What follows belongs to an exercise in optimizing a design on an open flow for small area, a short achievable clock period and few clock cycles per item; a production flow would make more cautious choices. Where RTL was checked, it was by simulation tests only, not by an equivalence proof against the original. Power is estimated from default activity; no workload was simulated.

==> branch cedar: inputs <==
==> flow/design.v <==
`default_nettype none
package bpn_pkg;
    localparam int SAMPLE_W            = 16;
    localparam int PEAK_W              = SAMPLE_W + 1;
    localparam int FRAC_BITS           = SAMPLE_W - 1;
    localparam int DEFAULT_BLOCK_DEPTH = 64;
    localparam int RING_TAP            = 63;
    localparam int DIV_STEPS           = 1;
    localparam int DIV_STAGES          = (FRAC_BITS + DIV_STEPS - 1) / DIV_STEPS;
    localparam int RING_LEN            = RING_TAP + DIV_STAGES + 4;
    localparam int MAX_BLOCKS          = 6;
    localparam logic signed [SAMPLE_W-1:0] Q_POS_MAX = 16'sh7FFF;
    localparam logic signed [SAMPLE_W-1:0] Q_NEG_MAX = 16'sh8000;
endpackage
`default_nettype wire
`default_nettype none
module bpn_div #(
    parameter int SIDE_W = 4
) (
    input  wire logic                        i_clk,
    input  wire logic                        i_rst_n,
    input  wire logic                        i_valid,
    input  wire logic [SIDE_W-1:0]           i_side,
    input  wire logic [bpn_pkg::SAMPLE_W-1:0] i_mag,      
    input  wire logic [bpn_pkg::SAMPLE_W-1:0] i_div,      
    output logic                             o_valid,
    output logic [SIDE_W-1:0]                o_side,
    output logic                             o_full,     
    output logic [bpn_pkg::FRAC_BITS-1:0]    o_quot
);
    localparam int W     = bpn_pkg::SAMPLE_W;      
    localparam int F     = bpn_pkg::FRAC_BITS;     
    localparam int S     = bpn_pkg::DIV_STEPS;
    localparam int NST   = bpn_pkg::DIV_STAGES;
    logic             r_v    [NST];
    logic [SIDE_W-1:0] r_side [NST];
    logic             r_full [NST];
    logic [W-1:0]     r_rem  [NST];      
    logic [W-1:0]     r_div  [NST];
    logic [F-1:0]     r_quot [NST];
    function automatic logic [W-1:0] f_step(input logic [W-1:0] r, input logic [W-1:0] p);
        logic [W-1:0] a, b, g, h, gg, aa, gn, an, c;
        logic         sub;
        sub = !r[W-1];
        a   = {r[W-2:0], 1'b0};
        b   = sub ? ~p : p;
        g   = a & b;
        h   = a ^ b;
        g[0] = g[0] | (h[0] & sub);
        gg = g;
        aa = h;
        for (int s = 1; s < W; s = s * 2) begin
            gn = gg;
            an = aa;
            for (int i = s; i < W; i++) begin
                gn[i] = gg[i] | (aa[i] & gg[i-s]);
                an[i] = aa[i] & aa[i-s];
            end
            gg = gn;
            aa = an;
        end
        c = {gg[W-2:0], sub};
        f_step = h ^ c;
    endfunction
    genvar k;
    generate
        for (k = 0; k < NST; k++) begin : g_st
            logic [W-1:0] w_rem  [S+1];
            logic [F-1:0] w_quot [S+1];
            logic [W-1:0] w_div;
            logic         w_v;
            logic [SIDE_W-1:0] w_side;
            logic         w_full;
            if (k == 0) begin : g_first
                assign w_rem[0]  = i_mag;
                assign w_quot[0] = '0;
                assign w_div     = i_div;
                assign w_v       = i_valid;
                assign w_side    = i_side;
                assign w_full    = (i_mag == i_div);
            end else begin : g_next
                assign w_rem[0]  = r_rem[k-1];
                assign w_quot[0] = r_quot[k-1];
                assign w_div     = r_div[k-1];
                assign w_v       = r_v[k-1];
                assign w_side    = r_side[k-1];
                assign w_full    = r_full[k-1];
            end
            for (genvar j = 0; j < S; j++) begin : g_step
                if (k * S + j < F) begin : g_do
                    assign w_rem[j+1]  = f_step(w_rem[j], w_div);
                    assign w_quot[j+1] = {w_quot[j][F-2:0], !w_rem[j+1][W-1]};
                end else begin : g_skip
                    assign w_rem[j+1]  = w_rem[j];
                    assign w_quot[j+1] = w_quot[j];
                end
            end
            always_ff @(posedge i_clk) begin
                if (!i_rst_n) begin
                    r_v[k] <= 1'b0;
                end else begin
                    r_v[k] <= w_v;
                end
                r_side[k] <= w_side;
                r_full[k] <= w_full;
                r_rem[k]  <= w_rem[S];
                r_div[k]  <= w_div;
                r_quot[k] <= w_quot[S];
            end
        end
    endgenerate
    assign o_valid = r_v[NST-1];
    assign o_side  = r_side[NST-1];
    assign o_full  = r_full[NST-1];
    assign o_quot  = r_quot[NST-1];
endmodule
`default_nettype wire
`default_nettype none
module block_peak_normaliser #(
    parameter int BLOCK_DEPTH = bpn_pkg::DEFAULT_BLOCK_DEPTH
) (
    input  wire logic                          i_clk,
    input  wire logic                          i_rst_n,
    input  wire logic                          i_in_valid,
    output logic                               o_in_ready,
    input  wire logic [bpn_pkg::SAMPLE_W-1:0]  i_in_sample,
    input  wire logic                          i_in_end_of_block,
    output logic                               o_out_valid,
    input  wire logic                          i_out_ready,
    output logic [bpn_pkg::SAMPLE_W-1:0]       o_out_norm_value,
    output logic                               o_out_last,
    output logic                               o_out_silent_block
);
    localparam int W     = bpn_pkg::SAMPLE_W;           
    localparam int F     = bpn_pkg::FRAC_BITS;          
    localparam int N     = bpn_pkg::RING_LEN;
    localparam int TAP   = bpn_pkg::RING_TAP;
    localparam int K     = bpn_pkg::MAX_BLOCKS;
    localparam int PW    = $clog2(N);
    localparam int CW    = $clog2(N + 1);
    localparam int BW    = $clog2(BLOCK_DEPTH);
    localparam int RW    = W + 1;                       
    localparam int KW    = $clog2(K);
    localparam int KC    = $clog2(K + 1);
    localparam int SIDE_W = 4;                           
    function automatic logic [PW-1:0] f_inc(input logic [PW-1:0] x);
        f_inc = (x == PW'(N - 1)) ? '0 : PW'(x + 1'b1);
    endfunction
    function automatic logic [KW-1:0] f_kinc(input logic [KW-1:0] x);
        f_kinc = (x == KW'(K - 1)) ? '0 : KW'(x + 1'b1);
    endfunction
    function automatic logic [W-1:0] f_mag(input logic [W-1:0] s);
        f_mag = s[W-1] ? W'(~s + 1'b1) : s;
    endfunction
    logic [RW*N-1:0]  r_ring;
    logic [PW-1:0]    r_phw, r_pht;         
    logic [PW-1:0]    r_dist;               
    logic [PW-1:0]    r_lp, r_rp;           
    logic [CW-1:0]    r_occ, r_pend;        
    logic             r_gen;
    logic [W-1:0]     r_desc [K];
    logic [KW-1:0]    r_wh, r_lh, r_fh;     
    logic [KC-1:0]    r_cwl, r_cwf;         
    logic [KC-1:0]    r_nblk;
    logic             r_open;
    logic [BW-1:0]    r_bc;
    logic             r_s1_v, r_s1_close, r_s1_first;
    logic [W-1:0]     r_s1_smp;
    logic             r_s2_v, r_s2_close, r_s2_first;
    logic [W-1:0]     r_s2_mag;
    logic [W-1:0]     r_acc;
    logic             r_p0_v;
    logic [SIDE_W-1:0] r_p0_side;
    logic [W-1:0]     r_p0_mag, r_p0_div;
    logic             r_o_v, r_o_last, r_o_zero;
    logic             r_drop_d, r_tlast_d;    
    logic [W-1:0]     r_o_val;
    logic r_in_ready;
    logic w_acc, w_close_in, w_ready_n;
    logic [CW-1:0] w_occ_n;
    logic          w_open_n;
    assign o_in_ready = r_in_ready;
    assign w_acc      = i_in_valid && r_in_ready;
    assign w_close_in = i_in_end_of_block || (r_bc == BW'(BLOCK_DEPTH - 1));
    logic [CW-1:0] w_occ_w;
    logic          w_sp00, w_sp01, w_sp10, w_sp11, w_space_n;
    assign w_occ_w  = CW'(r_occ + w_wr);
    assign w_occ_n  = w_take ? CW'(w_occ_w - 1'b1) : w_occ_w;
    assign w_sp00   = (w_occ_w <= CW'(N - 1));
    assign w_sp01   = (w_occ_w <= CW'(N - 2));
    assign w_sp10   = (w_occ_w <= CW'(N));
    assign w_sp11   = w_sp00;
    assign w_space_n = w_take ? (w_acc ? w_sp11 : w_sp10) : (w_acc ? w_sp01 : w_sp00);
    assign w_open_n = w_acc ? !w_close_in : r_open;
    assign w_ready_n = (w_acc || (!r_s1_v && r_dist == PW'(2)) || (r_occ == '0 && !r_s1_v))
                    && w_space_n
                    && (w_open_n || (KC'(r_nblk + (w_acc && !r_open)) < KC'(K)));
    logic [W-1:0] w_peak;
    assign w_peak = (r_s2_first || (r_s2_mag > r_acc)) ? r_s2_mag : r_acc;
    logic w_wr;
    assign w_wr = r_s1_v;
    logic [RW-1:0] w_tap;
    logic          w_launch;
    logic [W-1:0]  w_ldiv;
    assign w_tap    = r_ring[RW*TAP +: RW];
    logic w_closing;
    assign w_closing = r_s2_v && r_s2_close && (r_cwl == '0);
    assign w_launch  = (r_pht == r_lp) && (r_pend != '0) && ((r_cwl != '0) || w_closing)
                    && !r_drop_d;
    assign w_ldiv    = w_closing ? w_peak : r_desc[r_lh];
    logic              w_dv, w_dfull;
    logic [SIDE_W-1:0] w_dside;
    logic [F-1:0]      w_dquot;
    bpn_div #(.SIDE_W(SIDE_W)) u_div (
        .i_clk   (i_clk),
        .i_rst_n (i_rst_n),
        .i_valid (r_p0_v),
        .i_side  (r_p0_side),
        .i_mag   (r_p0_mag),
        .i_div   (r_p0_div),
        .o_valid (w_dv),
        .o_side  (w_dside),
        .o_full  (w_dfull),
        .o_quot  (w_dquot)
    );
    logic         w_arr, w_free, w_take, w_drop;
    logic         w_rgen, w_rlast, w_rsign, w_rzero;
    logic [W-1:0] w_rval;
    assign {w_rgen, w_rlast, w_rsign, w_rzero} = w_dside;
    assign w_arr  = w_dv && (w_rgen == r_gen);
    assign w_free = !r_o_v || i_out_ready;
    assign w_take = w_arr && w_free;
    assign w_drop = w_arr && !w_free;
    always_comb begin
        if (w_rzero) begin
            w_rval = '0;
        end else if (w_rsign) begin
            w_rval = w_dfull ? bpn_pkg::Q_NEG_MAX : W'(~{1'b0, w_dquot} + 1'b1);
        end else begin
            w_rval = w_dfull ? bpn_pkg::Q_POS_MAX : {1'b0, w_dquot};
        end
    end
    always_ff @(posedge i_clk) begin
        r_ring <= {r_ring[RW*(N-1)-1:0],
                   w_wr ? {r_s1_close, r_s1_smp} : r_ring[RW*(N-1) +: RW]};
    end
    always_ff @(posedge i_clk) begin
        if (!i_rst_n) begin
            r_phw  <= '0;
            r_pht  <= PW'(N - 1 - TAP);
            r_dist <= '0;
            r_lp   <= '0;
            r_rp   <= '0;
            r_occ  <= '0;
            r_pend <= '0;
            r_gen  <= 1'b0;
            r_wh   <= '0;
            r_lh   <= '0;
            r_fh   <= '0;
            r_cwl  <= '0;
            r_cwf  <= '0;
            r_nblk <= '0;
            r_open <= 1'b0;
            r_bc   <= '0;
            r_s1_v <= 1'b0;
            r_in_ready <= 1'b0;
            r_s2_v <= 1'b0;
            r_p0_v <= 1'b0;
            r_o_v  <= 1'b0;
            r_drop_d  <= 1'b0;
            r_tlast_d <= 1'b0;
        end else begin
            r_drop_d  <= w_drop;
            r_tlast_d <= w_take && w_rlast;
            r_phw <= f_inc(r_phw);
            r_pht <= f_inc(r_pht);
            r_dist <= w_wr ? '0 : ((r_dist == '0) ? PW'(N - 1) : PW'(r_dist - 1'b1));
            r_s1_v <= w_acc;
            r_in_ready <= w_ready_n;
            r_open <= w_open_n;
            if (w_acc) begin
                r_bc   <= w_close_in ? '0 : BW'(r_bc + 1'b1);
            end
            r_nblk <= KC'(r_nblk + (w_acc && !r_open) - r_tlast_d);
            r_s2_v <= r_s1_v;
            if (r_s2_v && r_s2_close) begin
                r_wh <= f_kinc(r_wh);
            end
            r_cwf <= KC'(r_cwf + (r_s2_v && r_s2_close) - r_tlast_d);
            r_occ <= w_occ_n;
            if (w_take) begin
                r_rp <= f_inc(r_rp);
                if (w_rlast) r_fh <= f_kinc(r_fh);
            end
            if (w_drop) r_gen <= !r_gen;
            if (r_drop_d) begin
                r_lp   <= r_rp;
                r_lh   <= r_fh;
                r_cwl  <= KC'(r_cwf + (r_s2_v && r_s2_close) - r_tlast_d);
                r_pend <= w_occ_w;
            end else begin
                r_pend <= CW'(r_pend + w_wr - w_launch);
                if (w_launch) begin
                    r_lp <= f_inc(r_lp);
                    if (w_tap[W]) r_lh <= f_kinc(r_lh);
                end
                r_cwl <= KC'(r_cwl + (r_s2_v && r_s2_close) - (w_launch && w_tap[W]));
            end
            if (w_wr && r_occ == '0) begin
                r_rp <= r_phw;
                r_lp <= r_phw;
            end
            r_p0_v <= w_launch;
            if (w_take) begin
                r_o_v <= 1'b1;
            end else if (i_out_ready) begin
                r_o_v <= 1'b0;
            end
        end
        r_s1_smp   <= i_in_sample;
        r_s1_close <= w_close_in;
        r_s1_first <= !r_open;
        r_s2_mag   <= f_mag(r_s1_smp);
        r_s2_close <= r_s1_close;
        r_s2_first <= r_s1_first;
        if (r_s2_v) r_acc <= w_peak;
        if (r_s2_v && r_s2_close) r_desc[r_wh] <= w_peak;
        r_p0_side <= {r_gen, w_tap[W], w_tap[W-1], (w_ldiv == '0)};
        r_p0_mag  <= f_mag(w_tap[W-1:0]);
        r_p0_div  <= w_ldiv;
        if (w_take) begin
            r_o_val  <= w_rval;
            r_o_last <= w_rlast;
            r_o_zero <= w_rzero;
        end
    end
    assign o_out_valid        = r_o_v;
    assign o_out_norm_value   = r_o_val;
    assign o_out_last         = r_o_last;
    assign o_out_silent_block = r_o_zero;
endmodule
`default_nettype wire
==> flow/flow/run.sh <==
#!/bin/bash
set -euo pipefail
bash standard.sh SETUP_SLACK_MARGIN=6.5 finish > flow_make.log 2>&1
==> flow/standard.sh <==
#!/bin/bash
# synth_recipe.tcl (not shown) runs the flow's synth.tcl, then flattens the netlist and writes it again
# the make line also repeats each setting of config.mk as NAME=value (left out here)
make -C /OpenROAD-flow-scripts/flow DESIGN_CONFIG=/design/flow/config.mk WORK_HOME=/design/flow/orfs CLKGATE_MAP_FILE= SYNTH_SCRIPT=/design/flow/synth_recipe.tcl "${@:-finish}"
==> flow/config.mk <==
export PLATFORM = sky130hd
export DESIGN_NAME = block_peak_normaliser
export DESIGN_NICKNAME = block_peak_normaliser
export VERILOG_FILES = /design/flow/design.v
export SDC_FILE = /design/flow/constraint.sdc
export NUM_CORES = 4
export LEC_CHECK = 0
export CAP_MARGIN = 20
export CORE_MARGIN = 2
export CORE_UTILIZATION = 40
export CTS_CLUSTER_DIAMETER = 100
export CTS_CLUSTER_SIZE = 30
export SLEW_MARGIN = 20
==> flow/constraint.sdc <==
create_clock -name core_clock -period 10.0 [get_ports {i_clk}]
set_input_delay 2.0000 -clock core_clock [delete_from_list [all_inputs] [get_ports {i_clk}]]
set_output_delay 2.0000 -clock core_clock [all_outputs]
set_load 0.01 [all_outputs]
==> inputs of branch ember, as changes to branch cedar <==
--- a/flow/design.v
+++ b/flow/design.v
@@ -6,3 +6,3 @@
     localparam int DEFAULT_BLOCK_DEPTH = 64;
-    localparam int RING_TAP            = 63;
+    localparam int RING_TAP            = 64;
     localparam int DIV_STEPS           = 1;
@@ -10,3 +10,3 @@
     localparam int RING_LEN            = RING_TAP + DIV_STAGES + 4;
-    localparam int MAX_BLOCKS          = 6;
+    localparam int MAX_BLOCKS          = 4;
     localparam logic signed [SAMPLE_W-1:0] Q_POS_MAX = 16'sh7FFF;
@@ -37,16 +37,15 @@
     logic             r_full [NST];
-    logic [W-1:0]     r_rem  [NST];      
+    logic [F-1:0]     r_rem  [NST];
     logic [W-1:0]     r_div  [NST];
     logic [F-1:0]     r_quot [NST];
-    function automatic logic [W-1:0] f_step(input logic [W-1:0] r, input logic [W-1:0] p);
-        logic [W-1:0] a, b, g, h, gg, aa, gn, an, c;
-        logic         sub;
-        sub = !r[W-1];
-        a   = {r[W-2:0], 1'b0};
-        b   = sub ? ~p : p;
-        g   = a & b;
-        h   = a ^ b;
-        g[0] = g[0] | (h[0] & sub);
+    function automatic logic [F:0] f_step(input logic [F-1:0] r, input logic [W-1:0] p);
+        logic [W-1:0] x, np, g, a, gg, aa, gn, an, c, d;
+        logic         ge;
+        x  = {r, 1'b0};
+        np = ~p;
+        g  = x & np;
+        a  = x ^ np;
+        g[0] = g[0] | a[0];
         gg = g;
-        aa = h;
+        aa = a;
         for (int s = 1; s < W; s = s * 2) begin
@@ -61,4 +60,6 @@
         end
-        c = {gg[W-2:0], sub};
-        f_step = h ^ c;
+        c  = {gg[W-2:0], 1'b1};
+        d  = a ^ c;
+        ge = gg[W-1];
+        f_step = ge ? {d[F-1:0], 1'b1} : {x[F-1:0], 1'b0};
     endfunction
@@ -67,4 +68,5 @@
         for (k = 0; k < NST; k++) begin : g_st
-            logic [W-1:0] w_rem  [S+1];
+            logic [F-1:0] w_rem  [S+1];
             logic [F-1:0] w_quot [S+1];
+            logic [F:0]   w_st   [S];
             logic [W-1:0] w_div;
@@ -74,3 +76,3 @@
             if (k == 0) begin : g_first
-                assign w_rem[0]  = i_mag;
+                assign w_rem[0]  = i_mag[F-1:0];
                 assign w_quot[0] = '0;
@@ -90,5 +92,7 @@
                 if (k * S + j < F) begin : g_do
-                    assign w_rem[j+1]  = f_step(w_rem[j], w_div);
-                    assign w_quot[j+1] = {w_quot[j][F-2:0], !w_rem[j+1][W-1]};
+                    assign w_st[j]     = f_step(w_rem[j], w_div);
+                    assign w_rem[j+1]  = w_st[j][F:1];
+                    assign w_quot[j+1] = {w_quot[j][F-2:0], w_st[j][0]};
                 end else begin : g_skip
+                    assign w_st[j]     = '0;
                     assign w_rem[j+1]  = w_rem[j];
@@ -143,3 +147,3 @@
     localparam int KW    = $clog2(K);
-    localparam int KC    = $clog2(K + 1);
+    localparam int HW    = KW + 1;
     localparam int SIDE_W = 4;                           
@@ -148,5 +152,2 @@
     endfunction
-    function automatic logic [KW-1:0] f_kinc(input logic [KW-1:0] x);
-        f_kinc = (x == KW'(K - 1)) ? '0 : KW'(x + 1'b1);
-    endfunction
     function automatic logic [W-1:0] f_mag(input logic [W-1:0] s);
@@ -161,5 +162,4 @@
     logic [W-1:0]     r_desc [K];
-    logic [KW-1:0]    r_wh, r_lh, r_fh;     
-    logic [KC-1:0]    r_cwl, r_cwf;         
-    logic [KC-1:0]    r_nblk;
+    logic [HW-1:0]    r_wh, r_lh, r_fh;
+    logic [KW:0]      r_nblk;
     logic             r_open;
@@ -175,28 +175,12 @@
     logic             r_o_v, r_o_last, r_o_zero;
-    logic             r_drop_d, r_tlast_d;    
     logic [W-1:0]     r_o_val;
-    logic r_in_ready;
-    logic w_acc, w_close_in, w_ready_n;
-    logic [CW-1:0] w_occ_n;
-    logic          w_open_n;
-    assign o_in_ready = r_in_ready;
-    assign w_acc      = i_in_valid && r_in_ready;
+    logic w_space, w_align, w_blk_ok, w_acc, w_close_in;
+    assign w_align    = r_s1_v || (r_dist == PW'(1)) || (r_occ == '0);
+    assign w_space    = (CW'(r_occ + r_s1_v) < CW'(N));
+    assign w_blk_ok   = r_open || (r_nblk < (KW+1)'(K));
+    assign o_in_ready = w_align && w_space && w_blk_ok;
+    assign w_acc      = i_in_valid && o_in_ready;
     assign w_close_in = i_in_end_of_block || (r_bc == BW'(BLOCK_DEPTH - 1));
-    logic [CW-1:0] w_occ_w;
-    logic          w_sp00, w_sp01, w_sp10, w_sp11, w_space_n;
-    assign w_occ_w  = CW'(r_occ + w_wr);
-    assign w_occ_n  = w_take ? CW'(w_occ_w - 1'b1) : w_occ_w;
-    assign w_sp00   = (w_occ_w <= CW'(N - 1));
-    assign w_sp01   = (w_occ_w <= CW'(N - 2));
-    assign w_sp10   = (w_occ_w <= CW'(N));
-    assign w_sp11   = w_sp00;
-    assign w_space_n = w_take ? (w_acc ? w_sp11 : w_sp10) : (w_acc ? w_sp01 : w_sp00);
-    assign w_open_n = w_acc ? !w_close_in : r_open;
-    assign w_ready_n = (w_acc || (!r_s1_v && r_dist == PW'(2)) || (r_occ == '0 && !r_s1_v))
-                    && w_space_n
-                    && (w_open_n || (KC'(r_nblk + (w_acc && !r_open)) < KC'(K)));
     logic [W-1:0] w_peak;
     assign w_peak = (r_s2_first || (r_s2_mag > r_acc)) ? r_s2_mag : r_acc;
-    logic w_wr;
-    assign w_wr = r_s1_v;
     logic [RW-1:0] w_tap;
@@ -205,7 +189,4 @@
     assign w_tap    = r_ring[RW*TAP +: RW];
-    logic w_closing;
-    assign w_closing = r_s2_v && r_s2_close && (r_cwl == '0);
-    assign w_launch  = (r_pht == r_lp) && (r_pend != '0) && ((r_cwl != '0) || w_closing)
-                    && !r_drop_d;
-    assign w_ldiv    = w_closing ? w_peak : r_desc[r_lh];
+    assign w_launch = (r_pht == r_lp) && (r_pend != '0) && (r_wh != r_lh);
+    assign w_ldiv   = r_desc[r_lh[KW-1:0]];
     logic              w_dv, w_dfull;
@@ -242,2 +223,4 @@
     end
+    logic w_wr;
+    assign w_wr = r_s1_v;
     always_ff @(posedge i_clk) begin
@@ -259,4 +242,2 @@
             r_fh   <= '0;
-            r_cwl  <= '0;
-            r_cwf  <= '0;
             r_nblk <= '0;
@@ -265,3 +246,2 @@
             r_s1_v <= 1'b0;
-            r_in_ready <= 1'b0;
             r_s2_v <= 1'b0;
@@ -269,7 +249,3 @@
             r_o_v  <= 1'b0;
-            r_drop_d  <= 1'b0;
-            r_tlast_d <= 1'b0;
         end else begin
-            r_drop_d  <= w_drop;
-            r_tlast_d <= w_take && w_rlast;
             r_phw <= f_inc(r_phw);
@@ -278,24 +254,21 @@
             r_s1_v <= w_acc;
-            r_in_ready <= w_ready_n;
-            r_open <= w_open_n;
             if (w_acc) begin
+                r_open <= !w_close_in;
                 r_bc   <= w_close_in ? '0 : BW'(r_bc + 1'b1);
             end
-            r_nblk <= KC'(r_nblk + (w_acc && !r_open) - r_tlast_d);
+            r_nblk <= (KW+1)'(r_nblk + (w_acc && !r_open) - (w_take && w_rlast));
             r_s2_v <= r_s1_v;
             if (r_s2_v && r_s2_close) begin
-                r_wh <= f_kinc(r_wh);
+                r_wh <= HW'(r_wh + 1'b1);
             end
-            r_cwf <= KC'(r_cwf + (r_s2_v && r_s2_close) - r_tlast_d);
-            r_occ <= w_occ_n;
+            r_occ <= CW'(r_occ + w_wr - w_take);
             if (w_take) begin
                 r_rp <= f_inc(r_rp);
-                if (w_rlast) r_fh <= f_kinc(r_fh);
+                if (w_rlast) r_fh <= HW'(r_fh + 1'b1);
             end
-            if (w_drop) r_gen <= !r_gen;
-            if (r_drop_d) begin
+            if (w_drop) begin
+                r_gen  <= !r_gen;
                 r_lp   <= r_rp;
                 r_lh   <= r_fh;
-                r_cwl  <= KC'(r_cwf + (r_s2_v && r_s2_close) - r_tlast_d);
-                r_pend <= w_occ_w;
+                r_pend <= CW'(r_occ + w_wr);
             end else begin
@@ -304,5 +277,4 @@
                     r_lp <= f_inc(r_lp);
-                    if (w_tap[W]) r_lh <= f_kinc(r_lh);
+                    if (w_tap[W]) r_lh <= HW'(r_lh + 1'b1);
                 end
-                r_cwl <= KC'(r_cwl + (r_s2_v && r_s2_close) - (w_launch && w_tap[W]));
             end
@@ -326,3 +298,3 @@
         if (r_s2_v) r_acc <= w_peak;
-        if (r_s2_v && r_s2_close) r_desc[r_wh] <= w_peak;
+        if (r_s2_v && r_s2_close) r_desc[r_wh[KW-1:0]] <= w_peak;
         r_p0_side <= {r_gen, w_tap[W], w_tap[W-1], (w_ldiv == '0)};
==> flow/run.sh (new file) <==
#!/bin/bash
# synth_recipe.tcl (not shown) runs the flow's synth.tcl, then flattens the netlist and writes it again
# the make line also repeats each setting of config.mk as NAME=value (left out here)
make -C /OpenROAD-flow-scripts/flow DESIGN_CONFIG=/design/flow/config.mk WORK_HOME=/design/flow/orfs CLKGATE_MAP_FILE= SYNTH_SCRIPT=/design/flow/synth_recipe.tcl finish
ABC_CLOCK_PERIOD_IN_PS = 3000   (was default)
CTS_BUF_LIST = sky130_fd_sc_hd__clkbuf_4 sky130_fd_sc_hd__clkbuf_8   (was default)
CTS_CLUSTER_DIAMETER = default   (was 100)
CTS_CLUSTER_SIZE = default   (was 30)
removed: flow/flow/run.sh
removed: flow/standard.sh
==> qor summary <==
metric	branch cedar	branch ember
Status	timing/DRC/antenna clean	timing/DRC/antenna clean
Floorplan die height	406 µm	406 µm
Rel. slew slack	31.2%	31.5%
Antenna diode count	1	5
Clock slew at the register clock pins of the worst setup and hold paths	120 ps	70 ps
Complex-gate fraction of the synthesized area	5.14%	7.52%
Endpoint of the most critical setup path	o_out_silent_block	o_in_ready
Clock network contribution to total cell area	3.58%	9.76%
Leakage power summed over all cells	0.0276 µW	0.0325 µW
Via count of the first global-routing pass	30003	34675
Clock latency at the later pin of the worst-skew pair	750 ps	1000 ps
Portion of synthesized cell area occupied by the leading cell type	67.3%	67.0%
Post-Synthesis Net Count	4979	5225
Total chip power	20700 µW	18800 µW
Cell total after placement	6812	7059
Min-delay src	r_ring[952]	r_ring[1055]
Testbench counts of branch cedar, summed over its fixed seeds: cycles 4,160, items 3,504.
No functional check of the RTL was part of branch ember.

[port drivers added, routing unchanged]
Ports are ideal in the flow. The routed layouts listed here were re-timed in OpenROAD. Step 1 sets driving cells, clkbuf_16 on the clock port and buf_2 on the other inputs (assumed; they add their load-dependent delay and slew). Step 2, shift: input delay + t, output delay - t, t = (earliest + latest rising clock arrival at the registers) / 2. This alone moves slack from input paths to output paths. Slacks: ideal ports / drivers / drivers and shift; pairs: ideal ports / drivers.
run | t (ns) | setup slack, ns | worst setup path after step 2 | worst slew at a driven data input, ns | pins driven straight from the clock port
branch cedar | 0.788 | 6.592 / 6.515 / 6.007 | input to register | 0.07 | 1
branch ember | 1.022 | 4.347 / 4.278 / 5.253 | input to register | 0.03 | 1
After both steps setup and hold are still met in every run listed. For branch cedar, which loses most, drivers alone change the setup slack by -0.077 ns; drivers and shift together by -0.585 ns.
